What follows belongs to an exercise in optimizing a design on an open flow for small area, a short achievable clock period and few clock cycles; a production flow would make more cautious choices.
Function was checked by simulation only, so behaviour that the tests miss may differ from the original.
Power and IR drop assume default switching activity.

==> design/flow/design.v <==
package mips_mc_core_pkg;
  localparam logic [5:0] OP_RTYPE = 6'h00;
  localparam logic [5:0] OP_J     = 6'h02;
  localparam logic [5:0] OP_JAL   = 6'h03;
  localparam logic [5:0] OP_BEQ   = 6'h04;
  localparam logic [5:0] OP_BNE   = 6'h05;
  localparam logic [5:0] OP_ADDIU = 6'h09;
  localparam logic [5:0] OP_ORI   = 6'h0d;
  localparam logic [5:0] OP_LUI   = 6'h0f;
  localparam logic [5:0] OP_LW    = 6'h23;
  localparam logic [5:0] OP_SW    = 6'h2b;
  localparam logic [5:0] FN_SLL  = 6'h00;
  localparam logic [5:0] FN_JR   = 6'h08;
  localparam logic [5:0] FN_ADDU = 6'h21;
  localparam logic [5:0] FN_SUBU = 6'h23;
  localparam logic [5:0] FN_AND  = 6'h24;
  localparam logic [5:0] FN_OR   = 6'h25;
  localparam logic [5:0] FN_SLT  = 6'h2a;
endpackage
module mips_mc_regfile (
  input  logic        clk,
  input  logic        reset,
  input  logic [4:0]  ra1,
  input  logic [4:0]  ra2,
  output logic [31:0] rd1,
  output logic [31:0] rd2,
  input  logic        we,
  input  logic [4:0]  wa,
  input  logic [31:0] wd
);
  logic [31:0] regs [32];
  logic [31:0] vld;
  assign regs[0] = '0;
  assign vld[0]  = 1'b0;
  generate
    for (genvar gi = 1; gi < 32; gi++) begin : g_reg
      logic [31:0] q_reg;
      logic        v_reg;
      always_ff @(posedge clk) begin
        if (we && (wa == 5'(gi))) q_reg <= wd;
      end
      always_ff @(posedge clk or negedge reset) begin
        if (!reset) v_reg <= 1'b0;
        else if (we && (wa == 5'(gi))) v_reg <= 1'b1;
      end
      assign regs[gi] = q_reg;
      assign vld[gi]  = v_reg;
    end
  endgenerate
  always_comb begin
    rd1 = '0;
    rd2 = '0;
    for (int i = 1; i < 32; i++) begin
      rd1 = rd1 | ({32{(ra1 == 5'(i)) && vld[i]}} & regs[i]);
      rd2 = rd2 | ({32{(ra2 == 5'(i)) && vld[i]}} & regs[i]);
    end
  end
endmodule
import mips_mc_core_pkg::*;
module mips_mc_core #(
  parameter logic [31:0] RESET_PC = 32'h0000_3000,
  parameter int          ADDR_W   = 12
) (
  input  logic              clk,
  input  logic              reset,
  output logic              mem_req,
  output logic              mem_we,
  output logic [ADDR_W-1:0] mem_addr,
  output logic [31:0]       mem_wdata,
  input  logic [31:0]       mem_rdata,
  input  logic              mem_ack,
  output logic [31:0]       pc_o,
  output logic              retire,
  output logic              illegal
);
  localparam int AW = ADDR_W - 2;   
  logic [31:0]   pc_reg, ir_reg, a_reg, b_reg, wdata_reg;
  logic          xv_reg, retire_reg, illegal_reg;
  logic [AW-1:0] addr_reg, fa_reg;
  logic          req_reg, we_reg, kill_reg, fa_req;
  logic          m_valid, m_lw;
  logic [4:0]    m_wa;
  logic       c_sub, c_sum, c_and, c_or, c_slt, c_sll, c_link, c_ars, c_brt;
  logic       c_we, c_lw, c_sw, c_br, c_bne, c_jr, c_jmp, c_legal;
  logic [4:0] c_wa;
  logic [4:0]  x_rs, x_rt, shamt;
  logic [15:0] imm;
  assign x_rs  = ir_reg[25:21];
  assign x_rt  = ir_reg[20:16];
  assign shamt = ir_reg[10:6];
  assign imm   = ir_reg[15:0];
  logic [31:0] sum, alu_res, pc_plus4;
  logic        lt;
  assign sum      = a_reg + b_reg + {31'b0, c_sub};
  assign lt       = (a_reg[31] == b_reg[31]) ? a_reg[31] : sum[31];
  assign pc_plus4 = {pc_reg[31:2] + 30'd1, pc_reg[1:0]};
  always_comb begin
    alu_res = '0;
    if (c_sum)  alu_res = alu_res | sum;
    if (c_and)  alu_res = alu_res | (a_reg & b_reg);
    if (c_or)   alu_res = alu_res | (a_reg | b_reg);
    if (c_slt)  alu_res = alu_res | {31'b0, lt};
    if (c_sll)  alu_res = alu_res | (b_reg << shamt);
    if (c_link) alu_res = alu_res | pc_plus4;
  end
  logic        eq, taken;
  logic [30:0] br_sum;
  logic [31:0] br_target, target, npc;
  assign eq        = (a_reg == b_reg);
  assign taken     = c_jmp | c_jr | (c_br & (eq ^ c_bne));
  assign br_sum    = {pc_reg[31:2], 1'b1} + {{14{imm[15]}}, imm, 1'b1};
  assign br_target = {br_sum[30:1], pc_reg[1:0]};
  always_comb begin
    if (c_jr)       target = a_reg;
    else if (c_jmp) target = {pc_plus4[31:28], ir_reg[25:0], 2'b00};
    else            target = br_target;
  end
  assign npc = taken ? target : pc_plus4;
  logic [ADDR_W-1:0] x_ea;
  assign x_ea = a_reg[ADDR_W-1:0] + imm[ADDR_W-1:0];
  logic x_act, x_ldst, xfer_done, fetch_xfer, fetch_done, x_done, m_done, mispredict, x_we;
  assign x_act      = xv_reg & ~m_valid;
  assign x_ldst     = c_lw | c_sw;
  assign xfer_done  = req_reg & mem_ack;
  assign m_done     = m_valid & xfer_done;
  assign fetch_xfer = xfer_done & ~m_valid;
  assign mispredict = x_act & c_br & ~taken & (imm != 16'h0);
  assign fetch_done = fetch_xfer & ~kill_reg & ~mispredict;
  assign x_done     = x_act & (~x_ldst | fetch_xfer);
  assign x_we       = x_act & c_we;
  logic [31:0] rf_rd1, rf_rd2, rf_wd;
  logic        rf_we;
  logic [4:0]  rf_wa;
  assign rf_we = x_we | (m_done & m_lw);
  assign rf_wa = m_valid ? m_wa : c_wa;
  assign rf_wd = m_valid ? mem_rdata : alu_res;
  logic [5:0]  f_op, f_fn;
  logic [4:0]  f_rs, f_rt, f_rd;
  logic [15:0] f_imm;
  assign f_op  = mem_rdata[31:26];
  assign f_rs  = mem_rdata[25:21];
  assign f_rt  = mem_rdata[20:16];
  assign f_rd  = mem_rdata[15:11];
  assign f_fn  = mem_rdata[5:0];
  assign f_imm = mem_rdata[15:0];
  mips_mc_regfile u_regfile (
    .clk   (clk),
    .reset (reset),
    .ra1   (f_rs),
    .ra2   (f_rt),
    .rd1   (rf_rd1),
    .rd2   (rf_rd2),
    .we    (rf_we),
    .wa    (rf_wa),
    .wd    (rf_wd)
  );
  logic f_rtype, f_sll, f_jr, f_addu, f_subu, f_and, f_or, f_slt;
  logic f_j, f_jal, f_beq, f_bne, f_addiu, f_ori, f_lui, f_lw, f_sw;
  assign f_rtype = (f_op == OP_RTYPE);
  assign f_sll   = f_rtype && (f_fn == FN_SLL);
  assign f_jr    = f_rtype && (f_fn == FN_JR);
  assign f_addu  = f_rtype && (f_fn == FN_ADDU);
  assign f_subu  = f_rtype && (f_fn == FN_SUBU);
  assign f_and   = f_rtype && (f_fn == FN_AND);
  assign f_or    = f_rtype && (f_fn == FN_OR);
  assign f_slt   = f_rtype && (f_fn == FN_SLT);
  assign f_j     = (f_op == OP_J);
  assign f_jal   = (f_op == OP_JAL);
  assign f_beq   = (f_op == OP_BEQ);
  assign f_bne   = (f_op == OP_BNE);
  assign f_addiu = (f_op == OP_ADDIU);
  assign f_ori   = (f_op == OP_ORI);
  assign f_lui   = (f_op == OP_LUI);
  assign f_lw    = (f_op == OP_LW);
  assign f_sw    = (f_op == OP_SW);
  logic       f_legal, f_alu, f_imm_op, f_sub;
  logic [4:0] f_wa;
  assign f_legal  = f_sll | f_jr | f_addu | f_subu | f_and | f_or | f_slt |
                    f_j | f_jal | f_beq | f_bne | f_addiu | f_ori | f_lui | f_lw | f_sw;
  assign f_alu    = f_sll | f_addu | f_subu | f_and | f_or | f_slt | f_addiu | f_ori | f_lui;
  assign f_imm_op = f_addiu | f_ori | f_lui;
  assign f_sub    = f_subu | f_slt;
  assign f_wa     = f_rtype ? f_rd : (f_jal ? 5'd31 : f_rt);
  logic        byp_a, byp_b;
  logic [31:0] f_ext, a_next, b_next;
  always_comb begin
    if (f_lui)      f_ext = {f_imm, 16'h0000};
    else if (f_ori) f_ext = {16'h0000, f_imm};
    else            f_ext = {{16{f_imm[15]}}, f_imm};
  end
  assign byp_a  = x_we && (c_wa == f_rs);
  assign byp_b  = x_we && (c_wa == f_rt);
  assign a_next = f_lui ? 32'h0 : (byp_a ? alu_res : rf_rd1);
  assign b_next = (f_imm_op ? f_ext : (byp_b ? alu_res : rf_rd2)) ^ {32{f_sub}};
  logic          f_stale;
  logic [AW-1:0] f_seq, f_next;
  logic [AW:0]   f_br_sum;
  assign f_seq    = addr_reg + AW'(1);
  assign f_br_sum = {addr_reg, 1'b1} + {f_imm[AW-1:0], 1'b1};
  assign f_stale  = f_jr & (byp_a | (xv_reg & c_lw & (c_wa == f_rs)));
  always_comb begin
    if (f_j | f_jal)       f_next = mem_rdata[AW-1:0];
    else if (f_jr)         f_next = rf_rd1[ADDR_W-1:2];
    else if (f_beq | f_bne) f_next = f_br_sum[AW:1];
    else                   f_next = f_seq;
  end
  logic snoop, snoop_a, snoop_b;
  assign snoop   = m_done & m_lw;
  assign snoop_a = snoop & c_ars & (x_rs == m_wa);
  assign snoop_b = snoop & c_brt & (x_rt == m_wa);
  always_ff @(posedge clk) begin
    if (fetch_xfer) begin
      ir_reg  <= mem_rdata;
      a_reg   <= a_next;
      b_reg   <= b_next;
      c_sub   <= f_sub;
      c_sum   <= f_addu | f_subu | f_addiu;
      c_and   <= f_and;
      c_or    <= f_or | f_ori | f_lui;
      c_slt   <= f_slt;
      c_sll   <= f_sll;
      c_link  <= f_jal;
      c_ars   <= ~f_lui;
      c_brt   <= ~f_imm_op;
      c_we    <= (f_alu | f_jal) && (f_wa != 5'd0);
      c_wa    <= f_wa;
      c_lw    <= f_lw;
      c_sw    <= f_sw;
      c_br    <= f_beq | f_bne;
      c_bne   <= f_bne;
      c_jr    <= f_jr;
      c_jmp   <= f_j | f_jal;
      c_legal <= f_legal;
    end else begin
      if (snoop_a) a_reg <= mem_rdata;
      if (snoop_b) b_reg <= mem_rdata ^ {32{c_sub}};
    end
    if (x_act && x_ldst && fetch_xfer) begin
      wdata_reg <= b_reg;
      m_lw      <= c_lw && (x_rt != 5'd0);
      m_wa      <= x_rt;
    end
  end
  always_ff @(posedge clk or negedge reset) begin
    if (!reset) begin
      pc_reg      <= RESET_PC;
      xv_reg      <= 1'b0;
      retire_reg  <= 1'b0;
      illegal_reg <= 1'b0;
      addr_reg    <= RESET_PC[ADDR_W-1:2];
      req_reg     <= 1'b0;
      we_reg      <= 1'b0;
      kill_reg    <= 1'b0;
      fa_reg      <= '0;
      fa_req      <= 1'b0;
      m_valid     <= 1'b0;
    end else begin
      retire_reg <= (x_done & c_legal & ~x_ldst) | m_done;
      if (x_done) begin
        pc_reg <= npc;
        if (!c_legal) illegal_reg <= 1'b1;
      end
      if (fetch_done)  xv_reg <= 1'b1;
      else if (x_done) xv_reg <= 1'b0;
      if (mispredict) begin
        if (xfer_done) addr_reg <= npc[ADDR_W-1:2];
        else           kill_reg <= 1'b1;
      end else if (fetch_xfer && kill_reg) begin
        addr_reg <= pc_reg[ADDR_W-1:2];
        kill_reg <= 1'b0;
      end else if (x_act && x_ldst && fetch_xfer) begin
        addr_reg <= x_ea[ADDR_W-1:2];
        we_reg   <= c_sw;
        m_valid  <= 1'b1;
        fa_reg   <= f_next;
        fa_req   <= f_legal & ~f_stale;
      end else if (m_done) begin
        addr_reg <= fa_reg;
        we_reg   <= 1'b0;
        req_reg  <= fa_req;
        m_valid  <= 1'b0;
      end else if (fetch_done) begin
        addr_reg <= f_next;
        req_reg  <= f_legal & ~f_stale;
      end else if (x_done && c_legal && !req_reg) begin
        addr_reg <= npc[ADDR_W-1:2];
        req_reg  <= 1'b1;
      end else if (!xv_reg && !req_reg && !illegal_reg && !kill_reg && !m_valid) begin
        req_reg <= 1'b1;
      end
    end
  end
  assign mem_req   = req_reg;
  assign mem_we    = we_reg;
  assign mem_addr  = {addr_reg, 2'b00};
  assign mem_wdata = wdata_reg;
  assign pc_o      = pc_reg;
  assign retire    = retire_reg;
  assign illegal   = illegal_reg;
endmodule
==> design/flow/run.sh <==
#!/bin/bash
# synth_recipe.tcl (not shown) runs the flow's synth.tcl, then flattens the netlist and writes it again
# the make line also repeats each setting of config.mk as NAME=value (left out here)
make -C /OpenROAD-flow-scripts/flow DESIGN_CONFIG=/design/flow/config.mk WORK_HOME=/design/flow/orfs CLKGATE_MAP_FILE= SYNTH_SCRIPT=/design/flow/synth_recipe.tcl finish
==> design/flow/config.mk <==
export PLATFORM = sky130hd
export DESIGN_NAME = mips_mc_core
export DESIGN_NICKNAME = mips_mc_core
export VERILOG_FILES = /design/flow/design.v
export SDC_FILE = /design/flow/constraint.sdc
export NUM_CORES = 4
export LEC_CHECK = 0
export CAP_MARGIN = 20
export CELL_PAD_IN_SITES_DETAIL_PLACEMENT = 1
export CELL_PAD_IN_SITES_GLOBAL_PLACEMENT = 2
export CORE_MARGIN = 2
export CORE_UTILIZATION = 45
export CTS_CLUSTER_DIAMETER = 60
export CTS_CLUSTER_SIZE = 26
export GPL_ROUTABILITY_DRIVEN = 1
export SETUP_SLACK_MARGIN = 4.0
export SLEW_MARGIN = 20
==> design/flow/constraint.sdc <==
create_clock -name core_clock -period 8.0 [get_ports {clk}]
set_input_delay 1.6000 -clock core_clock [delete_from_list [all_inputs] [get_ports {clk}]]
set_output_delay 1.6000 -clock core_clock [all_outputs]
set_load 0.01 [all_outputs]
==> run_results.csv, run 1 <==
group,metric,value,unit
status,status,"finished clean",
timing,grt_setup_unrepaired,"true",
pwr,vdd_ir_drop_max,0.000241,V
detailed_routing,firstDrtPassIters,12,
global_routing,grt_max_degree,61,
critical_path,endpoint_kind,"register",
critical_path,r2r_start,"ir_reg[6]",
clock_network,clk_pin_slew,0.06,ns
synthesis,yosysTopAreaCellShare,55.7,%
floorplan,floorplan.die.height,374,µm
synthesis,syn_area_per_cell,12.3,µm²
timing,relSlewSlack,6.73,%
timing,final-setup-viol-count,0,
detailed_routing,wl_per_cell,49.3,µm
timing,worst_pin_slew,1.40,ns
synthesis,netlist_instances,5005,
clock_network,cts_tree,"done",
hold_path,hp-class,"reg -> reg",
place,post-dp-hpwl,216,mm
pwr,power_density,312,nW/µm²
critical_path,path_common_cell,"buf_4",
critical_path,reg2reg_depth,8,
global_routing,grt_pass1_wl,468,mm
critical_path,arrival,4.64,ns
layout,multi_input_area,24500,µm²
synthesis,ys_top_cells_by_area,"edfxtp_1, a22oi_1, dfrtp_1",
detailed_routing,drt_iter0_drc,11395,
layout,final_cell_mix,"edfxtp_1, a22oi_1, buf_4",
critical_path,critPathLaunchType,"input pin",
timing,min_period,4.15,ns
critical_path,cp_data_required_time,8.50,ns
layout,stdcell_count,7139,
global_routing,antenna_found_initial,30,
timing,whs,0.482,ns
layout,fill_cells,13565,
synthesis,synthDistinctLibCells,93,
global_routing,grt_usage,49.0,%
critical_path,r2r_end,"u_regfile.g_reg[25].q_reg[17]",
detailed_routing,vias,56487,
clock_network,clkLatencyLatePin,0.81,ns
floorplan,fp.coreArea,136000,µm²
synthesis,synth_area,61600,µm²
clock_network,cts_buffers,107,
clock_network,cts_hold_buf,0,
synthesis,synth_edf_count,1142,
synthesis,ys_seq_elements,1233,
layout,area_delta_synth_final,18.0,%
floorplan,start_util,45.4,%
critical_path,crit_path_top_delay_cell,"nand4_1",
timing,fin_crit_sh,51.9,%
place,dpl.cell_count,6711,
synthesis,synth-async-reset-ratio,7.38,%
detailed_routing,drc,0,
clock_network,clock-root-buffer,"clkbuf_16",
place,port_buffers,112,
layout,layout-drive-gt1-share,18.6,%
pwr,p_leak,25.0,nW
timing,finalSetupTns,0,ns
global_routing,grt_overflow_total,0,
hold_path,hold-path-endpoint,"illegal_reg",
detailed_routing,via_per_inst,7.91,
timing,finClkSkew,0.0916,ns
synthesis,ys_seq_area_share,59.4,%
layout,seq_area,36600,µm²
detailed_routing,ant_nets,0,
run,cap_violations,0,
layout,fin_nets,5398,
floorplan,die_area,140000,µm²
floorplan,ioPinCount,115,
hold_path,hp-start,"c_legal",
floorplan,die_w,374,µm
critical_path,crit_chain,"buf_4 > nor2b_1 > and3_4 > buf_6 > buf_4 > a221oi_1 > nand3_1 > nor3_1 > nand4_1 > a21oi_2 > o22ai_1",
critical_path,cp_max_fo,17,
clock_network,cts.path.max_buffers,3,
detailed_routing,totalWireLength,352,mm
global_routing,first_global_vias,53870,
place,place_congestion,0.973,
timing,hold_viol,0,
critical_path,r2r_slack,4.00,ns
clock_network,numClockSinks,1233,
timing,fmax,241,MHz
synthesis,ys_warn_count,3,
synthesis,synth_ff_type,"edfxtp_1",
hold_path,worst_hold_path.num_cells,1,
floorplan,row_count,135,
synthesis,yosysTopAreaCell,"edfxtp_1",
critical_path,crit_type,"in -> reg",
clock_network,htree_levels,3,
timing,slew_viol_final,0,
layout,final_common_cell,"edfxtp_1",
critical_path,max_stage_delay,0.58,ns
layout,largest_register_ffs,992,
## area by class of cell
| cell class | instances | share of cell area, % |
|---|---|---|
| Sequential cell | 1233 | 50.3 |
| Timing Repair Buffer | 513 | 6.76 |
| Clock buffer | 114 | 3.78 |
| Tap cell | 1781 | 3.07 |
| Inverter | 125 | 0.692 |
| Clock inverter | 88 | 1.58 |
| Multi-Input combinational cell | 3265 | 33.7 |
| Antenna cell | 20 | 0.0689 |
## Yosys cell counts, types with 15 or more instances
cell      instances
ha_1            114
a22oi_1         481
or2_2            41
nand4_1         125
o21ai_1          17
nand2b_1         27
o221ai_1         29
inv_1           122
edfxtp_1       1142
a211oi_1         35
xor2_1           71
nor2b_1          29
xnor2_1          62
o211ai_1         25
mux4_2           16
o22ai_1          24
a21oi_1         200
a21o_1           27
a22o_1          207
or4_1            15
nor2_1          175
mux2_2           37
buf_2           103
o31ai_1          18
a31oi_1          18
nand3_1         168
nor4_1           38
and4_1           17
o21ai_0         201
dfrtp_1          89
mux2i_1          75
a221oi_1        231
o21a_1           15
nor3_1           75
and2_1           24
nand2_1         270
and3_1          109
clkbuf_1        245
a222oi_1         65
buf_1            37
## cells by family after synthesis
logic type / count (synthesis) / synth area share, %
other: 1 / 0.00609
AND/OR/NAND/NOR: 1162 / 9.75
XOR/XNOR: 133 / 1.89
flip-flops: 1233 / 59.4
adder cells (fa/ha/maj): 118 / 2.45
AO/OA/AOI/OAI: 1713 / 20.6
multiplexers: 128 / 2.48
buffers and inverters: 517 / 3.41
## metal layers
layer	vias to the layer above	part of all wire [%]	global-route usage, %
met5	-	0.23	3.43
met1	28090	33	55.5
met4	30	11	43.5
met3	1945	14	18.9
li1	20910	-	-
met2	5512	42	71.5
## report_power, final
group	total [mW]	internal, mW	leakage, nW	switching (mW)
Clock	5.77	2.77	1.87	3.00
Combinational	7.50	2.37	11.8	5.13
Sequential	9.40	8.61	11.3	0.782
Total	22.7	13.8	25.0	8.91
## worst max path at each step
stage,from,endpoint,slack (ns),cells past startpoint
detailed placement,mem_rdata[23],a_reg[17],1.65,11
floorplan,mem_ack,u_regfile.g_reg[10].q_reg[0],3.73,6
CTS,mem_ack,addr_reg[9],3.76,13
finish,mem_rdata[22],a_reg[25],3.85,11
global route,mem_ack,addr_reg[9],3.90,13
global placement,mem_rdata[23],a_reg[17],1.80,11
## metrics by stage
stage | util (%) | setup WS, ns | instance area, µm² | power, mW
CTS | 52.8 | 3.76 | 71700 | 22.1
floorplan | - | 3.73 | 61600 | 13.0
finish | 53.6 | 3.85 | 72700 | 22.7
detailed placement | 48.2 | 1.65 | 65400 | 16.2
global placement | 48.2 | 1.80 | 65300 | 16.1
global route | 53.6 | 3.90 | 72700 | 23.2
## critical path: cells and delay by family
family,cells,cell delay [ns]
buffers and inverters,3,0.72
AND/OR/NAND/NOR,5,1.43
AO/OA/AOI/OAI,3,0.81
## repair_timing
item | 4_1_cts | 5_1_grt
setup endpoints to repair | 1628 | 1279
gates resized for setup | 279 | 141
buffers inserted | 152 | 45
gates cloned | 7 | 2
pin swaps | 44 | 39
hold endpoints to repair | 0 | 0
Testbench counts, summed over its fixed seeds: cycles 10,011.
==> run 2, diff against run 1 <==
--- a/design/flow/config.mk
+++ b/design/flow/config.mk
@@ -13,5 +13,5 @@
 export CTS_CLUSTER_DIAMETER = 60
 export CTS_CLUSTER_SIZE = 26
 export GPL_ROUTABILITY_DRIVEN = 1
-export SETUP_SLACK_MARGIN = 4.0
+export SETUP_SLACK_MARGIN = 3.8
 export SLEW_MARGIN = 20
==> run 2 against run 1 <==
  * Sequential share of layout area up 0.78 points
  * Non-clock buffer count down 49
  * Sequential power about the same
  * Power down 0.72%
  * Sequential cell count unchanged
  * Register-to-register slack worse by 0.23 ns
  * Critical path type unchanged
  * Worst hold slack worse by 0.012 ns
  * Worst setup slack worse by 0.21 ns
  * Via count down 1.0%
  * First-iteration DRC count down 1.7%
==> run_results.csv, run 2 <==
group,metric,value,unit
synthesis,syn_area_per_cell,12.3,µm²
clock_network,htree_levels,3,
detailed_routing,drc,0,
synthesis,ys_top_cells_by_area,"edfxtp_1, a22oi_1, dfrtp_1",
synthesis,yosysTopAreaCellShare,55.7,%
timing,slew_viol_final,0,
timing,setup_ws,3.64,ns
detailed_routing,wl_per_cell,49.2,µm
clock_network,numClockSinks,1233,
floorplan,start_util,45.4,%
layout,largest_register_ffs,992,
layout,area_delta_synth_final,16.2,%
floorplan,ioPinCount,115,
critical_path,r2r_slack,3.77,ns
critical_path,arrival,4.82,ns
detailed_routing,vias,55910,
place,port_buffers,112,
hold_path,worst_hold_path.num_cells,1,
clock_network,cts_tree,"done",
synthesis,synth_area,61600,µm²
hold_path,hp-start,"fa_reg[5]",
pwr,vdd_ir_drop_max,0.000250,V
synthesis,synth_edf_count,1142,
run,cap_violations,0,
floorplan,die_w,374,µm
critical_path,reg2reg_depth,10,
layout,final_common_cell,"edfxtp_1",
pwr,p_leak,24.6,nW
synthesis,synth_most_common_cell,"edfxtp_1",
global_routing,grt_max_degree,60,
critical_path,endpoint_kind,"register",
synthesis,ys_warn_count,3,
synthesis,synth_common_cells,"edfxtp_1, a22oi_1, nand2_1",
synthesis,yosysTopAreaCell,"edfxtp_1",
timing,min_period,4.36,ns
layout,final_cell_mix,"edfxtp_1, a22oi_1, buf_4",
clock_network,clock-root-buffer,"clkbuf_16",
hold_path,hp-class,"reg -> reg",
layout,fin_nets,5346,
timing,fmax,230,MHz
detailed_routing,ant_nets,0,
place,place_congestion,0.987,
timing,finalSetupTns,0,ns
layout,fill_cells,13466,
synthesis,synth_ff_type,"edfxtp_1",
clock_network,clk_pin_slew,0.07,ns
synthesis,synthDistinctLibCells,93,
pwr,power_density,314,nW/µm²
timing,finClkSkew,0.0649,ns
synthesis,synth-async-reset-ratio,7.38,%
hold_path,hold-path-endpoint,"fa_reg[5]",
pwr,power.total,22.5,mW
synthesis,ys_seq_elements,1233,
critical_path,cp_max_fo,14,
floorplan,row_count,135,
global_routing,grt_pass1_wl,463,mm
status,status,"finished clean",
detailed_routing,firstDrtPassIters,14,
global_routing,antenna_found_initial,34,
synthesis,netlist_instances,5005,
global_routing,grt_usage,48.4,%
floorplan,floorplan.die.height,374,µm
detailed_routing,totalWireLength,348,mm
detailed_routing,drt_iter0_drc,11203,
clock_network,cts.path.max_buffers,3,
timing,final-setup-viol-count,0,
detailed_routing,via_per_inst,7.89,
clock_network,clkLatencyLatePin,0.80,ns
clock_network,cts_buffers,105,
critical_path,critPathLaunchType,"input pin",
timing,relSlewSlack,22.8,%
layout,layout-drive-gt1-share,17.1,%
place,dp_slack,1.49,ns
critical_path,r2r_end,"u_regfile.g_reg[21].q_reg[13]",
place,post-dp-hpwl,217,mm
synthesis,ys_seq_area_share,59.4,%
global_routing,first_global_vias,53540,
clock_network,cts_hold_buf,0,
floorplan,die_area,140000,µm²
global_routing,grt_overflow_total,0,
timing,fin_crit_sh,54.5,%
critical_path,r2r_start,"b_reg[2]",
timing,hold_viol,0,
timing,worst_pin_slew,1.16,ns
critical_path,crit_type,"in -> reg",
critical_path,cp_data_required_time,8.46,ns
timing,grt_setup_unrepaired,"true",
floorplan,fp.coreArea,136000,µm²
[run 2: cell counts after synthesis]
Identical to the previous run, type by type.
[run 2: how the worst max path moves through the flow]
stage / slack [ns] / cells after the start / startpoint / endpoint
after floorplan: 3.73 / 6 / mem_ack / u_regfile.g_reg[10].q_reg[0]
after global placement: 1.52 / 12 / mem_rdata[16] / b_reg[22]
after detailed placement: 1.49 / 12 / mem_rdata[16] / b_reg[22]
after CTS: 3.72 / 12 / mem_rdata[18] / b_reg[22]
after global routing: 3.64 / 12 / mem_rdata[16] / b_reg[19]
final: 3.64 / 12 / mem_rdata[18] / b_reg[11]
[run 2: layout make-up]
cell class / count / area, µm² / share of cell area, %
Antenna cell: 15 / 37.5 / 0.0524
Clock buffer: 115 / 2750 / 3.84
Clock inverter: 85 / 1100 / 1.54
Inverter: 125 / 495 / 0.692
Multi-Input combinational cell: 3263 / 24200 / 33.8
Sequential cell: 1233 / 36600 / 51.1
Tap cell: 1781 / 2230 / 3.11
Timing Repair Buffer: 464 / 4160 / 5.82
Timing Repair inverter: 1 / 5.00 / 0.00699
[run 2: metrics by stage]
step	instance area (µm²)	instances	util [%]	hold WS [ns]
final	71600	7082	52.8	0.470
after global routing	71500	7068	52.7	0.511
after detailed placement	65500	6724	48.3	0.461
after CTS	70900	7031	52.3	0.475
after floorplan	61600	5006	-	0.434
after global placement	65400	6721	48.2	0.457
[run 2: power by group]
group / internal, mW / switching, mW / total, mW
logic: 2.26 / 5.02 / 7.28
clock network: 2.79 / 3.01 / 5.80
registers: 8.61 / 0.814 / 9.43
[run 2: worst max-delay path, cell delays in order]
cell	delay, ns
buf_2	0.20
and3b_1	0.48
and3_4	0.57
buf_6	0.35
buf_4	0.35
a22oi_1	0.14
nand4_1	0.12
nor3_1	0.06
a21oi_1	0.43
o21ai_1	0.17
xor2_1	0.16
o221ai_1	0.13
[run 2: per-layer routing]
layer | global-route usage, % | part of all wire, %
met1 | 56.0 | 33
met4 | 39.9 | 11
met2 | 71.3 | 42
met5 | 0 | 0.098
met3 | 18.3 | 14
[run 2: repair_timing]
item,CTS,global route
gates resized for setup,223,80
setup endpoints to repair,1075,905
gates cloned,7,1
pin swaps,40,13
buffers inserted,100,35
[run 2: cell families (layout without fill, tap and decap cells)]
kind of cell    after synthesis  in the layout  synth area share (%)
buf+inv                     517            790                  3.41
flops                      1233           1233                  59.4
simple gates               1162           1167                  9.75
compound gates             1713           1714                  20.6
xor+xnor                    133            133                  1.89
mux                         128            129                  2.48
other cells                   1             17               0.00609
fa+ha+maj                   118            118                  2.45
==> run 3, diff against run 2 <==
--- a/design/flow/config.mk
+++ b/design/flow/config.mk
@@ -13,5 +13,5 @@
 export CTS_CLUSTER_DIAMETER = 60
 export CTS_CLUSTER_SIZE = 26
 export GPL_ROUTABILITY_DRIVEN = 1
-export SETUP_SLACK_MARGIN = 3.8
+export SETUP_SLACK_MARGIN = 4.2
 export SLEW_MARGIN = 20
==> run 3 against run 2 <==
  * Still clean
  * Worst setup slack better by 0.37 ns
  * Cell area is 4.4% higher
  * Sequential cell count stayed put
  * Synthesized cell count stayed put
  * Via count is 2.9% higher
  * Global-route usage is 1.4 points higher
  * Core utilization is 2.3 points higher
  * Clock-buffer cell count is 4 higher
  * Critical endpoint is now b_reg[26]
  * Largest power group unchanged
==> run_results.csv, run 3 <==
group,metric,value,unit
synthesis,syn_area_per_cell,12.3,µm²
global_routing,use_met1,56.7,%
pwr,p_switching,9.19,mW
pwr,vdd_ir_drop_max,0.000245,V
detailed_routing,via_per_inst,7.95,
global_routing,grtUsageMet2,72.1,%
global_routing,grtUsageMet3,19.8,%
layout,stdcell_count,7237,
synthesis,synth-async-reset-ratio,7.38,%
global_routing,grt_max_degree,53,
clock_network,clk_pin_slew,0.07,ns
synthesis,yosysTopAreaCell,"edfxtp_1",
critical_path,crit_path_top_delay_cell,"a21oi_2",
critical_path,path_delay_family,"compound AO/OA/AOI/OAI gates",
global_routing,grt_busiest_layer,"met2",
timing,fmax,251,MHz
pwr,power_density,312,nW/µm²
layout,layout-drive-gt1-share,22.2,%
synthesis,synthDistinctLibCells,93,
critical_path,crit_type,"in -> reg",
clock_network,htree_levels,3,
critical_path,crit_chain,"buf_6 > buf_12 > nor2_4 > buf_4 > and3_4 > buf_4 > buf_4 > a22oi_1 > nand3_1 > nor4_1 > a21oi_2 > o21ai_0 > o22ai_1 > a21oi_1",
detailed_routing,ant_nets,0,
pwr,p_leak,25.9,nW
global_routing,first_global_vias,54270,
place,port_buffers,112,
place,dpl.cell_count,6697,
detailed_routing,wl_per_cell,49.8,µm
clock_network,cts_buffers,111,
critical_path,r2r_slack,4.12,ns
layout,final_cell_mix,"edfxtp_1, a22oi_1, buf_4",
layout,largest_register_ffs,992,
timing,final-setup-viol-count,0,
timing,fin_crit_sh,49.8,%
global_routing,antenna_found_initial,36,
layout,multi_input_area,25500,µm²
hold_path,worst_hold_path.num_cells,1,
pwr,seqPwrFrac,40.5,%
critical_path,reg2reg_depth,12,
timing,min_period,3.98,ns
place,dpl-instance-area,65400,µm²
floorplan,fp.coreArea,136000,µm²
critical_path,max_stage_delay,0.48,ns
synthesis,netlist_instances,5005,
synthesis,synth_area,61600,µm²
clock_network,cts_hold_buf,0,
synthesis,synth_common_cells,"edfxtp_1, a22oi_1, nand2_1",
clock_network,numClockSinks,1233,
detailed_routing,totalWireLength,361,mm
layout,seq_area,36600,µm²
synthesis,synth_most_common_cell,"edfxtp_1",
run,cap_violations,0,
place,post-dp-hpwl,211,mm
critical_path,arrival,4.47,ns
detailed_routing,vias,57557,
critical_path,cp_max_fo,7,
layout,fin_nets,5484,
pwr,power.total,23.3,mW
clock_network,clkLatencyLatePin,0.81,ns
global_routing,grt_overflow_total,0,
synthesis,ys_seq_area_share,59.4,%
timing,relSlewSlack,21.8,%
floorplan,ioPinCount,115,
layout,area_delta_synth_final,21.3,%
floorplan,die_area,140000,µm²
synthesis,ys_warn_count,3,
layout,fin_area,74700,µm²
global_routing,grt_pass1_wl,475,mm
critical_path,critPathLaunchType,"input pin",
hold_path,hp-class,"reg -> reg",
critical_path,cp_data_required_time,8.49,ns
layout,fill_cells,13304,
timing,finalSetupTns,0,ns
detailed_routing,drt_iter0_drc,12089,
hold_path,hp-start,"fa_reg[5]",
timing,finClkSkew,0.0961,ns
synthesis,yosysTopAreaCellShare,55.7,%
floorplan,die_w,374,µm
timing,worst_pin_slew,1.15,ns
critical_path,path_common_cell,"buf_4",
layout,final_common_cell,"edfxtp_1",
floorplan,start_util,45.4,%
global_routing,grt_usage,49.8,%
pwr,p_int,14.1,mW
pwr,p_comb_share,33.9,%
timing,slew_viol_final,0,
synthesis,synth_edf_count,1142,
critical_path,r2r_start,"m_valid",
synthesis,synth_ff_type,"edfxtp_1",
status,status,"finished clean",
timing,grt_setup_unrepaired,"true",
hold_path,hold-path-endpoint,"fa_reg[5]",
critical_path,cp_num_buf_inv,5,
place,place_congestion,0.966,
critical_path,endpoint_kind,"register",
detailed_routing,firstDrtPassIters,13,
synthesis,ys_top_cells_by_area,"edfxtp_1, a22oi_1, dfrtp_1",
clock_network,cts_tree,"done",
synthesis,ys_seq_elements,1233,
timing,hold_viol,0,
floorplan,row_count,135,
detailed_routing,drc,0,
critical_path,r2r_end,"b_reg[26]",
pwr,clock_power_share,25.6,%
pwr,swShare,39.4,%
clock_network,clock-root-buffer,"clkbuf_16",
floorplan,floorplan.die.height,374,µm
clock_network,cts.path.max_buffers,3,
## run 3: cell count changes in the layout (fill, tap and decap cells not counted), sizes merged, moves of 4 or more
| cell | before | now |
|---|---|---|
| mux2 | 37 | 41 |
| and3 | 112 | 120 |
| clkdlybuf4s50 | 96 | 92 |
| buf | 359 | 473 |
| diode | 15 | 30 |
| clkbuf | 118 | 126 |
## run 3: layout make-up
cell class                      count  share of cell area [%]
Sequential cell                  1233                    48.9
Tap cell                         1781                    2.98
Clock inverter                     89                    1.55
Timing Repair inverter              1                  0.0100
Antenna cell                       30                   0.100
Timing Repair Buffer              577                    7.71
Multi-Input combinational cell   3282                    34.2
Inverter                          125                   0.683
Clock buffer                      119                    3.83
## run 3: worst register-to-register path, cell delays in order (launching register included)
cell,delay [ns]
dfrtp_4,0.55
nor2b_1,0.14
buf_4,0.30
nand2_4,0.26
or4_4,0.68
buf_4,0.26
buf_4,0.25
nand3_1,0.11
nor4_1,0.07
a21oi_2,0.48
o21ai_0,0.25
o22ai_1,0.19
a21oi_1,0.07
## run 3: worst max path at each step
stage                  startpoint                       endpoint  slack [ns]  depth (start not counted)
floorplan                 mem_ack   u_regfile.g_reg[10].q_reg[0]        3.73                          6
global placement    mem_rdata[23]                      a_reg[19]        1.66                         11
detailed placement  mem_rdata[23]                      a_reg[19]        1.52                         11
CTS                      a_reg[2]  u_regfile.g_reg[19].q_reg[25]        4.02                         11
global route        mem_rdata[16]                      b_reg[26]        4.05                         14
finish              mem_rdata[16]                      b_reg[26]        4.02                         14
## run 3: through the flow
stage	setup slack [ns]	util, %	hold WS [ns]
finish	4.02	55.1	0.480
global route	4.05	55.1	0.509
global placement	1.66	48.2	0.457
floorplan	3.73	-	0.434
CTS	4.02	53.8	0.483
detailed placement	1.52	48.2	0.469
## run 3: power groups by stage
stage          logic [mW]  registers (mW)  clock network, mW
5_1_grt              8.22            9.46               6.13
6_report             7.91            9.44               5.96
2_1_floorplan        3.84            9.15                  0
3_5_place_dp         6.61            9.56                  0
3_3_place_gp         6.51            9.57                  0
4_1_cts              7.16            9.39               5.93
## run 3: timing repair
item	CTS	global route
buffers inserted	206	69
pin swaps	104	78
setup endpoints to repair	2032	1295
gates resized for setup	432	234
gates cloned	19	8
## run 3: cells by family after synthesis
logic type,after synthesis,synth area share (%)
other,1,0.00609
DFF,1233,59.4
buffers and inverters,517,3.41
and+or+nand+nor,1162,9.75
adders and majority gates,118,2.45
AOI/OAI and AO/OA,1713,20.6
muxes,128,2.48
xor gates and xnor gates,133,1.89
## run 3: layer usage
layer  vias up  wire length (µm)
li1      21107                 -
met1     28435            117000
met2      5858            149000
met3      2109             52100
met4        48             41500
met5         -              1330
==> run 4, diff against run 3 <==
==> design/flow/flow/run.sh (new file) <==
#!/bin/bash
# Own layout flow: the standard ORFS flow (standard.sh, unchanged
# synthesis, floorplan, power grid and taps), with two make settings:
#  - the port buffers are buf_4 cells rather than the flow's default pick;
#  - timing repair may resize a cell to one of another footprint.
set -euo pipefail
here=$(pwd)
bash "$here/standard.sh" \
  "BUFFER_PORTS_ARGS=-buffer_cell sky130_fd_sc_hd__buf_4" \
  MATCH_CELL_FOOTPRINT=0 \
  finish > "$here/standard.log" 2>&1
==> design/flow/standard.sh (new file) <==
#!/bin/bash
# synth_recipe.tcl (not shown) runs the flow's synth.tcl, then flattens the netlist and writes it again
# the make line also repeats each setting of config.mk as NAME=value (left out here)
make -C /OpenROAD-flow-scripts/flow DESIGN_CONFIG=/design/flow/config.mk WORK_HOME=/design/flow/orfs CLKGATE_MAP_FILE= SYNTH_SCRIPT=/design/flow/synth_recipe.tcl "${@:-finish}"
--- a/design/flow/config.mk
+++ b/design/flow/config.mk
@@ -13,5 +13,5 @@
 export CTS_CLUSTER_DIAMETER = 60
 export CTS_CLUSTER_SIZE = 26
 export GPL_ROUTABILITY_DRIVEN = 1
-export SETUP_SLACK_MARGIN = 4.2
+export SETUP_SLACK_MARGIN = 4.0
 export SLEW_MARGIN = 20
removed: design/flow/run.sh
==> run 4 against run 3 <==
  * Still clean
  * Routed wire length shrank 4.3%
  * Sequential power fell by 0.7%
  * Power is 2.7% lower
  * Critical path depth is 2 lower
  * Critical endpoint is now addr_reg[4]
  * Largest cell class unchanged
  * Largest power group unchanged
==> run_results.csv, run 4 <==
group,metric,value,unit
layout,fin_nets,5355,
clock_network,clkLatencyLatePin,0.81,ns
place,place_congestion,0.990,
pwr,vdd_ir_drop_max,0.000249,V
global_routing,grt_overflow_total,0,
critical_path,critPathLaunchType,"input pin",
pwr,p_int,13.8,mW
synthesis,synth_area,61600,µm²
pwr,p_comb_share,32.6,%
critical_path,arrival,4.84,ns
layout,largest_register_ffs,992,
floorplan,die_area,140000,µm²
synthesis,synth_most_common_cell,"edfxtp_1",
place,dpl.cell_count,6689,
layout,final_core_util,53.0,%
clock_network,cts_buffers,108,
synthesis,synth_edf_count,1142,
floorplan,row_count,135,
synthesis,synth-async-reset-ratio,7.38,%
synthesis,ys_seq_area_share,59.4,%
critical_path,crit_path_top_delay_cell,"or4_4",
synthesis,synth_ff_type,"edfxtp_1",
status,status,"finished clean",
layout,fin_area,71900,µm²
detailed_routing,firstDrtPassIters,10,
layout,multi_input_area,24400,µm²
detailed_routing,wl_per_cell,48.8,µm
critical_path,path_delay_family,"simple AND/OR/NAND/NOR gates",
hold_path,hp-class,"reg -> reg",
place,post-dp-hpwl,213,mm
clock_network,cts_tree,"done",
critical_path,cp_data_required_time,8.63,ns
critical_path,cp_max_fo,18,
pwr,power_density,315,nW/µm²
synthesis,yosysTopAreaCell,"edfxtp_1",
synthesis,netlist_instances,5005,
clock_network,numClockSinks,1233,
detailed_routing,vias,55243,
place,port_buffers,112,
global_routing,grt_pass1_wl,460,mm
pwr,swShare,39.2,%
synthesis,ys_warn_count,3,
detailed_routing,drc,0,
floorplan,start_util,45.4,%
detailed_routing,ant_nets,0,
clock_network,clk_pin_slew,0.06,ns
timing,grt_setup_unrepaired,"true",
layout,stdcell_count,7080,
synthesis,synthDistinctLibCells,93,
timing,slew_viol_final,0,
detailed_routing,totalWireLength,345,mm
timing,worst_pin_slew,1.27,ns
layout,layout-drive-gt1-share,19.8,%
layout,final_common_cell,"edfxtp_1",
layout,fill_cells,13473,
synthesis,syn_area_per_cell,12.3,µm²
global_routing,grt_max_degree,58,
floorplan,floorplan.die.height,374,µm
critical_path,max_stage_delay,0.64,ns
critical_path,crit_chain,"buf_4 > nor2_2 > and3_4 > buf_6 > a2111oi_4 > nand3_1 > or4_4 > a21oi_2 > a22oi_1 > o211ai_1 > a22oi_1 > a21o_1",
critical_path,cp_num_buf_inv,2,
pwr,seqPwrFrac,41.4,%
timing,fin_crit_sh,52.7,%
timing,fmax,237,MHz
global_routing,antenna_found_initial,21,
timing,setup_ws,3.78,ns
timing,min_period,4.22,ns
pwr,p_leak,24.9,nW
timing,hold_viol,0,
pwr,p_switching,8.88,mW
layout,area_delta_synth_final,16.7,%
critical_path,endpoint_kind,"register",
layout,seq_area,36600,µm²
floorplan,die_w,374,µm
clock_network,cts_hold_buf,0,
critical_path,path_common_cell,"a22oi_1",
floorplan,fp.coreArea,136000,µm²
global_routing,first_global_vias,52865,
global_routing,grt_usage,48.0,%
synthesis,yosysTopAreaCellShare,55.7,%
detailed_routing,via_per_inst,7.80,
run,cap_violations,0,
timing,finClkSkew,0.0871,ns
synthesis,synth_common_cells,"edfxtp_1, a22oi_1, nand2_1",
critical_path,crit_type,"in -> reg",
clock_network,clock-root-buffer,"clkbuf_16",
detailed_routing,drt_iter0_drc,10890,
clock_network,cts.path.max_buffers,3,
clock_network,htree_levels,3,
layout,final_cell_mix,"edfxtp_1, a22oi_1, buf_4",
timing,finalSetupTns,0,ns
timing,final-setup-viol-count,0,
synthesis,ys_top_cells_by_area,"edfxtp_1, a22oi_1, dfrtp_1",
timing,relSlewSlack,15.4,%
synthesis,ys_seq_elements,1233,
pwr,clock_power_share,26.0,%
place,dpl-instance-area,65000,µm²
floorplan,ioPinCount,115,
place,dp_slack,2.24,ns
[run 4: cell types whose count changed in the layout (fill, tap and decap cells not counted), moves of 14 or more]
cell	before	now
a221oi_1	195	231
a221oi_2	37	2
buf_12	59	32
buf_4	330	399
buf_6	58	35
buf_8	23	6
clkdlybuf4s50_1	92	0
diode_2	30	6
nor3_1	43	57
[run 4: worst reg2reg max path, stage by stage (launching register included)]
cell	delay [ns]
dfrtp_4	0.59
nor2b_2	0.44
nand2_1	0.29
or4_4	0.90
buf_12	0.36
nand3_1	0.18
nor3_1	0.07
a21oi_2	0.44
o21ai_1	0.19
xor2_1	0.19
o221ai_1	0.15
[run 4: worst paths after layout]
path	cells after the start	slack (ns)	endpoint	start
max in group asynchronous	2	5.93	u_regfile.g_reg[15].v_reg	reset
worst max register to register	10	3.93	b_reg[15]	m_valid
worst min-delay path	1	0.47	illegal_reg	c_legal
min in group asynchronous	1	0.95	fa_reg[5]	reset
worst min register to register	1	0.47	illegal_reg	c_legal
worst max-delay path	12	3.78	addr_reg[4]	mem_rdata[21]
[run 4: stage by stage]
| stage | hold slack, ns | power [mW] |
|---|---|---|
| global route | 0.505 | 23.2 |
| floorplan | 0.434 | 13.0 |
| global placement | 0.458 | 16.0 |
| detailed placement | 0.461 | 16.1 |
| finish | 0.472 | 22.7 |
| CTS | 0.474 | 22.1 |
[run 4: logic make-up after synthesis]
logic type	after synthesis	synth area share, %
XOR/XNOR	133	1.89
flip-flops	1233	59.4
buffers and inverters	517	3.41
AO/OA/AOI/OAI	1713	20.6
other	1	0.00609
multiplexers	128	2.48
adder cells (fa/ha/maj)	118	2.45
AND/OR/NAND/NOR	1162	9.75
[run 4: cell type report]
cell class	count	area share, %
clock buffer	111	3.79
inverter	125	0.674
tap	1781	3.10
multi-input combinational	3260	34.0
timing repair buffer	474	5.79
antenna	6	0.0209
sequential	1233	50.9
clock inverter	90	1.76
[run 4: power groups by stage]
stage               logic, mW  registers, mW  clock network, mW
floorplan                3.82           9.15                  0
global placement         6.47           9.56                  0
detailed placement       6.58           9.55                  0
CTS                      6.90           9.36               5.89
global route             7.74           9.39               6.10
finish                   7.40           9.37               5.89
[run 4: per-layer routing]
layer | up-vias | global-route usage, % | wire, µm
met5 | - | 0 | 157
met4 | 22 | 38.6 | 36300
met3 | 1713 | 18.2 | 48800
met2 | 5173 | 71.9 | 148000
met1 | 27563 | 55.1 | 112000
li1 | 20772 | - | -
[run 4: what timing repair did]
action / 4_1_cts / 5_1_grt
pin swaps: 38 / 40
cloned: 2 / 2
resized for setup: 174 / 128
endpoints found under the setup margin: 1125 / 441
setup buffers: 115 / 64
==> run 5, diff against run 4 <==
--- a/design/flow/config.mk
+++ b/design/flow/config.mk
@@ -9,9 +9,7 @@
 export CELL_PAD_IN_SITES_DETAIL_PLACEMENT = 1
 export CELL_PAD_IN_SITES_GLOBAL_PLACEMENT = 2
 export CORE_MARGIN = 2
-export CORE_UTILIZATION = 45
-export CTS_CLUSTER_DIAMETER = 60
-export CTS_CLUSTER_SIZE = 26
+export CORE_UTILIZATION = 40
 export GPL_ROUTABILITY_DRIVEN = 1
 export SETUP_SLACK_MARGIN = 4.0
 export SLEW_MARGIN = 20
==> run 5 against run 4 <==
  * Worst setup slack better by 0.11 ns
  * Synthesized cell count unchanged
  * Worst hold slack improved by 0.0084 ns
  * Synthesized area unchanged
  * Sequential power is 0.5% higher
  * Die area is 12% higher
  * Routed wire length up 6.0%
  * Cell count grew 4.9%
  * Via count is 1.1% higher
  * Register-to-register slack improved by 0.08 ns
  * Combinational power up 3%
==> run_results.csv, run 5 <==
group,metric,value,unit
global_routing,grt_overflow_total,0,
status,status,"finished clean",
clock_network,cts_tree,"done",
synthesis,synth_edf_count,1142,
synthesis,yosysTopAreaCell,"edfxtp_1",
critical_path,max_stage_delay,0.60,ns
place,dpl-instance-area,65400,µm²
pwr,p_leak,25.5,nW
floorplan,die_w,396,µm
timing,finClkSkew,0.0729,ns
floorplan,fp.coreArea,152000,µm²
layout,area_delta_synth_final,19.1,%
timing,fin_crit_sh,51.3,%
place,post-dp-hpwl,225,mm
detailed_routing,via_per_inst,7.52,
global_routing,grt_max_degree,58,
pwr,vdd_ir_drop_max,0.000246,V
critical_path,cp_max_fo,17,
global_routing,antenna_found_initial,19,
layout,fin_nets,5429,
clock_network,cts_buffers,139,
layout,final_common_cell,"edfxtp_1",
synthesis,syn_area_per_cell,12.3,µm²
critical_path,critPathLaunchType,"input pin",
synthesis,synth_common_cells,"edfxtp_1, a22oi_1, nand2_1",
clock_network,clock-root-buffer,"clkbuf_16",
clock_network,htree_levels,4,
global_routing,first_global_vias,52912,
synthesis,synth_most_common_cell,"edfxtp_1",
hold_path,hp-class,"reg -> reg",
synthesis,ys_top_cells_by_area,"edfxtp_1, a22oi_1, dfrtp_1",
timing,relSlewSlack,17.8,%
synthesis,synth-async-reset-ratio,7.38,%
critical_path,path_delay_family,"simple AND/OR/NAND/NOR gates",
floorplan,row_count,143,
critical_path,crit_type,"in -> reg",
global_routing,grt_usage,45.3,%
detailed_routing,totalWireLength,366,mm
timing,slew_viol_final,0,
critical_path,cp_data_required_time,8.55,ns
floorplan,start_util,40.4,%
synthesis,synthDistinctLibCells,93,
timing,finalSetupTns,0,ns
clock_network,clkLatencyLatePin,0.84,ns
timing,worst_pin_slew,1.23,ns
pwr,power_density,325,nW/µm²
detailed_routing,drt_iter0_drc,10558,
place,place_congestion,0.952,
clock_network,cts.path.max_buffers,3,
timing,final-setup-viol-count,0,
critical_path,endpoint_kind,"register",
detailed_routing,drc,0,
clock_network,numClockSinks,1233,
layout,fill_cells,15458,
floorplan,floorplan.die.height,396,µm
layout,largest_register_ffs,992,
layout,fin_area,73400,µm²
synthesis,ys_warn_count,3,
global_routing,grt_pass1_wl,481,mm
timing,hold_viol,0,
synthesis,ys_seq_area_share,59.4,%
timing,grt_setup_unrepaired,"true",
critical_path,crit_path_top_delay_cell,"and3_4",
pwr,power.total,23.8,mW
layout,layout-drive-gt1-share,20.4,%
floorplan,ioPinCount,115,
detailed_routing,ant_nets,0,
synthesis,synth_ff_type,"edfxtp_1",
detailed_routing,firstDrtPassIters,11,
clock_network,clk_pin_slew,0.06,ns
critical_path,crit_chain,"buf_4 > nor2_4 > and3_4 > buf_6 > a221oi_1 > nand3_1 > nor4_4 > a21oi_2 > nand2b_1 > mux2i_1 > a2111oi_1",
timing,fmax,244,MHz
clock_network,cts_hold_buf,0,
synthesis,netlist_instances,5005,
timing,min_period,4.10,ns
critical_path,arrival,4.66,ns
detailed_routing,vias,55853,
run,cap_violations,0,
synthesis,synth_area,61600,µm²
synthesis,ys_seq_elements,1233,
layout,final_cell_mix,"edfxtp_1, a22oi_1, buf_4",
critical_path,cp_num_buf_inv,2,
place,port_buffers,112,
floorplan,die_area,157000,µm²
detailed_routing,wl_per_cell,49.3,µm
synthesis,yosysTopAreaCellShare,55.7,%
run 5: changes by cell type in the layout (fill, tap and decap cells not counted), sizes merged, moves of 5 or more:
cell / previous run / this run
buf: 473 / 510
bufinv: 5 / 18
clkbuf: 112 / 157
clkinv: 41 / 64
clkinvlp: 6 / 11
diode: 6 / 14
inv: 163 / 125
run 5: repair_timing:
| item | 4_1_cts | 5_1_grt |
|---|---|---|
| buffers inserted | 124 | 76 |
| endpoints found under the setup margin | 1213 | 649 |
| pin swaps | 49 | 36 |
| endpoints found under the hold margin | 0 | 0 |
| gates cloned | 7 | 4 |
| gates resized for setup | 190 | 110 |
run 5: final cells by class:
class	count	area, µm²	share of cell area (%)
sequential	1233	36600	49.9
clock inverter	93	1250	1.70
tap	2030	2540	3.46
clock buffer	157	3560	4.85
inverter	125	492	0.670
antenna	14	35.0	0.0477
multi-input combinational	3267	24500	33.4
timing repair buffer	510	4390	5.99
run 5: worst reg2reg max path, cell delays in order, from the launching register on:
cell and delay (ns):
edfxtp_1 0.52, inv_1 0.29, ha_1 0.39, nor4_1 0.30, nand4_1 0.13, buf_4 0.19
o21a_1 0.23, o21ai_1 0.15, buf_4 0.23, nand2b_2 0.30, o21ai_1 0.13, a21oi_2 0.32
nor2_1 0.11, a311oi_2 0.44, a211oi_1 0.15
run 5: logic make-up after synthesis:
group | Yosys count | share of synthesized area, %
AOI/OAI and AO/OA | 1713 | 20.6
xor gates and xnor gates | 133 | 1.89
adders and majority gates | 118 | 2.45
buffers and inverters | 517 | 3.41
DFF | 1233 | 59.4
muxes | 128 | 2.48
other | 1 | 0.00609
and+or+nand+nor | 1162 | 9.75
run 5: metal layers:
metal  vias up  GRT usage (%)  wire, µm
li1      20932              -         -
met1     28258           54.1    126000
met2      5052           68.2    158000
met3      1599           14.9     47300
met4        12           33.3     34600
met5         -              0        65
run 5: per-stage QoR:
stage / util (%) / instances / worst slack, ns / hold WS, ns
2_1_floorplan: - / 5006 / 3.73 / 0.434
5_1_grt: 48.1 / 7416 / 3.96 / 0.488
4_1_cts: 47.4 / 7335 / 3.83 / 0.475
3_5_place_dp: 42.9 / 6954 / 2.17 / 0.462
6_report: 48.1 / 7429 / 3.90 / 0.481
3_3_place_gp: 42.9 / 6952 / 2.18 / 0.458
run 5: where the power goes:
part / switching (mW) / internal, mW
combinational: 5.24 / 2.35
sequential: 0.794 / 8.62
clock: 2.96 / 3.85
run 5: worst paths after layout:
kind,from,to,slack [ns],cells past startpoint
setup / recovery,mem_rdata[17],b_reg[22],3.90,11
hold / removal,c_legal,illegal_reg,0.48,1
setup reg to reg,b_reg[18],addr_reg[9],4.01,14
hold reg to reg,c_legal,illegal_reg,0.48,1
max in group asynchronous,reset,u_regfile.g_reg[18].v_reg,5.81,2
min in group asynchronous,reset,pc_reg[4],0.79,1
==> run 6, diff against run 5 <==
==> design/flow/config.mk (replaced) <==
export PLATFORM = sky130hd
export DESIGN_NAME = mips_mc_core
export DESIGN_NICKNAME = mips_mc_core
export VERILOG_FILES = /design/flow/design.v
export SDC_FILE = /design/flow/constraint.sdc
export NUM_CORES = 4
export LEC_CHECK = 0
export CAP_MARGIN = 20
export CELL_PAD_IN_SITES_DETAIL_PLACEMENT = 0
export CELL_PAD_IN_SITES_GLOBAL_PLACEMENT = 1
export CORE_MARGIN = 2
export CORE_UTILIZATION = 48
export CTS_CLUSTER_DIAMETER = 60
export CTS_CLUSTER_SIZE = 26
export GPL_ROUTABILITY_DRIVEN = 1
export PLACE_DENSITY = 0.7
export SETUP_SLACK_MARGIN = 4.0
export SLEW_MARGIN = 20
==> run 6 against run 5 <==
  * Synthesized area did not move
  * Clock power shrank 14%
  * Routed wire length is 13% lower
  * Die area is 17% lower
  * Global-route usage grew 2.1 points
  * Synthesized cell count unchanged
  * Cell area down 2.9%
  * Via count is 1.6% lower
  * Largest cell class unchanged
==> run_results.csv, run 6 <==
group,metric,value,unit
floorplan,start_util,48.3,%
detailed_routing,met2WireLength,130,mm
synthesis,synth_edf_count,1142,
critical_path,crit_path_top_delay_cell,"nor3_2",
detailed_routing,wl_met1,104,mm
critical_path,crit_type,"in -> reg",
hold_path,worst_hold_path.num_cells,1,
synthesis,yosysTopAreaCellShare,55.7,%
hold_path,hp-start,"c_legal",
place,port_buffers,112,
critical_path,crit_chain,"buf_4 > nor3_2 > and3_4 > buf_4 > a22o_1 > a221oi_1 > nand3_1 > nor4_1 > a21oi_2 > o21ai_0 > xor2_1 > o221ai_1",
critical_path,cp_max_fo,17,
layout,multi_input_area,24400,µm²
global_routing,grt_usage,47.4,%
synthesis,ys_seq_elements,1233,
critical_path,endpoint_kind,"register",
clock_network,cts.path.max_buffers,3,
synthesis,synthDistinctLibCells,93,
detailed_routing,wl_per_cell,46.0,µm
clock_network,cts_tree,"done",
critical_path,path_delay_family,"simple AND/OR/NAND/NOR gates",
timing,grt_setup_unrepaired,"true",
hold_path,hp-class,"reg -> reg",
global_routing,grt_pass1_wl,425,mm
place,post-dp-hpwl,189,mm
clock_network,clk_pin_slew,0.08,ns
timing,final-setup-viol-count,0,
synthesis,synth-async-reset-ratio,7.38,%
detailed_routing,totalWireLength,319,mm
layout,fill_cells,10600,
global_routing,grt_overflow_total,0,
synthesis,syn_area_per_cell,12.3,µm²
layout,final_core_util,55.8,%
clock_network,htree_levels,3,
timing,relSlewSlack,23.5,%
critical_path,arrival,4.86,ns
floorplan,fp.coreArea,128000,µm²
detailed_routing,topRoutingLayerUsed,"met5",
synthesis,synth_most_common_cell,"edfxtp_1",
clock_network,cts_buffers,106,
timing,worst_pin_slew,1.15,ns
clock_network,clkLatencyLatePin,0.78,ns
timing,hold_viol,0,
run,cap_violations,0,
detailed_routing,drc,0,
pwr,power_density,315,nW/µm²
synthesis,synth_area,61600,µm²
hold_path,hold-path-endpoint,"illegal_reg",
synthesis,ys_warn_count,3,
timing,min_period,4.39,ns
global_routing,antenna_found_initial,20,
critical_path,reg2reg_depth,10,
critical_path,r2r_slack,4.00,ns
timing,fmax,228,MHz
critical_path,r2r_start,"a_reg[0]",
pwr,p_leak,24.7,nW
critical_path,critPathLaunchType,"input pin",
layout,layout-drive-gt1-share,19.0,%
place,place_congestion,1.02,
synthesis,netlist_instances,5005,
synthesis,ys_top_cells_by_area,"edfxtp_1, a22oi_1, dfrtp_1",
floorplan,ioPinCount,115,
floorplan,floorplan.die.height,362,µm
status,status,"finished clean",
floorplan,die_w,362,µm
layout,fin_nets,5320,
global_routing,grt_max_degree,64,
floorplan,die_area,131000,µm²
timing,slew_viol_final,0,
detailed_routing,firstDrtPassIters,15,
layout,final_cell_mix,"edfxtp_1, a22oi_1, buf_4",
layout,area_delta_synth_final,15.6,%
layout,seq_area,36600,µm²
synthesis,synth_common_cells,"edfxtp_1, a22oi_1, nand2_1",
floorplan,row_count,131,
clock_network,numClockSinks,1233,
synthesis,yosysTopAreaCell,"edfxtp_1",
detailed_routing,drt_iter0_drc,13278,
detailed_routing,via_per_inst,7.92,
critical_path,cp_data_required_time,8.47,ns
pwr,vdd_ir_drop_max,0.000217,V
timing,finalSetupTns,0,ns
layout,largest_register_ffs,992,
synthesis,synth_ff_type,"edfxtp_1",
critical_path,r2r_end,"u_regfile.g_reg[25].q_reg[10]",
critical_path,max_stage_delay,0.60,ns
timing,finClkSkew,0.0511,ns
detailed_routing,wl_met3,51.6,mm
synthesis,ys_seq_area_share,59.4,%
global_routing,first_global_vias,50258,
timing,fin_crit_sh,54.9,%
clock_network,clock-root-buffer,"clkbuf_16",
critical_path,path_common_cell,"buf_4",
detailed_routing,ant_nets,0,
layout,final_common_cell,"edfxtp_1",
detailed_routing,vias,54964,
critical_path,cp_num_buf_inv,2,
## run 6: how the worst max path moves through the flow
stage | start | to | slack (ns) | depth (start not counted)
finish | mem_rdata[20] | b_reg[14] | 3.61 | 12
global route | mem_rdata[18] | b_reg[20] | 3.70 | 12
CTS | mem_rdata[22] | addr_reg[0] | 3.87 | 11
detailed placement | mem_rdata[17] | b_reg[14] | 2.51 | 11
global placement | mem_rdata[17] | b_reg[14] | 2.49 | 11
floorplan | mem_ack | u_regfile.g_reg[10].q_reg[0] | 3.73 | 6
## run 6: power by group
group | switching [mW] | total [mW] | leakage [nW] | internal (mW)
Sequential | 0.759 | 9.37 | 11.3 | 8.61
Combinational | 4.95 | 7.22 | 11.4 | 2.27
Clock | 3.03 | 5.87 | 1.91 | 2.84
Total | 8.74 | 22.5 | 24.7 | 13.7
## run 6: logic make-up (layout without fill, tap and decap cells)
kind of cell | count (synthesis) | count (layout) | share of synthesized area (%)
xor+xnor | 133 | 133 | 1.89
compound gates | 1713 | 1713 | 20.6
fa+ha+maj | 118 | 118 | 2.45
flops | 1233 | 1233 | 59.4
buf+inv | 517 | 762 | 3.41
other cells | 1 | 19 | 0.00609
simple gates | 1162 | 1170 | 9.75
mux | 128 | 130 | 2.48
## run 6: cell type report
cell class	instances	area share, %
Clock inverter	91	1.76
Timing Repair Buffer	435	5.21
Antenna cell	17	0.0597
Inverter	125	0.678
Multi-Input combinational cell	3266	34.2
Tap cell	1662	2.92
Sequential cell	1233	51.4
Clock buffer	111	3.78
## run 6: metrics by stage
stage               area, µm²  cells  power [mW]  hold WS (ns)  setup WS [ns]
finish                  71200   6940        22.5         0.483           3.61
global route            71200   6926        23.0         0.491           3.70
CTS                     69900   6827        21.9         0.485           3.87
detailed placement      64500   6548        15.9         0.466           2.51
global placement        64500   6547        15.9         0.464           2.49
floorplan               61600   5006        13.0         0.434           3.73
## run 6: metal layers
layer | up-vias | global-route usage (%)
met5 | - | 1.89
met4 | 22 | 37.9
met3 | 1851 | 20.0
met2 | 5867 | 67.1
met1 | 26492 | 56.3
li1 | 20732 | -
## run 6: what timing repair did
item	in CTS	in global routing
hold buffers	0	0
hold endpoints to repair	0	0
setup buffers	68	95
pin swaps	34	29
resized for setup	160	130
endpoints found under the setup margin	1002	664
cloned	9	1

static timing again, ports no longer ideal:
Ports are ideal in the flow. The routed layouts listed here were re-timed in OpenROAD. Step 1 assumes that a clkbuf_16 drives the clock port and a buf_2 every other input. Step 2 times the ports against the registers' clock, not the clock port: input delays grow and output delays shrink by t, the midpoint of the rising clock arrivals with the driver on. Slacks: ideal / step 1 / step 2; pairs: ideal / step 1.
run	t (ns)	setup slack, ns	worst setup path after step 2	worst register clock-pin slew, ns	cell pins on the clock port's net
run 1	0.850	3.851 / 3.917 / 3.068	input to register	0.10 / 0.10	1
run 2	0.848	3.644 / 3.690 / 2.842	input to register	0.10 / 0.10	1
run 3	0.849	4.015 / 4.020 / 3.171	input to register	0.10 / 0.10	1
run 4	0.861	3.784 / 3.832 / 2.971	input to register	0.10 / 0.10	1
run 5	0.889	3.896 / 3.950 / 3.060	input to register	0.07 / 0.07	1
run 6	0.831	3.606 / 3.594 / 2.763	input to register	0.10 / 0.10	1
After both steps every run listed still meets setup and hold. The setup slack of run 3, which loses most, moves by +0.005 ns with the drivers and by -0.844 ns with both steps.
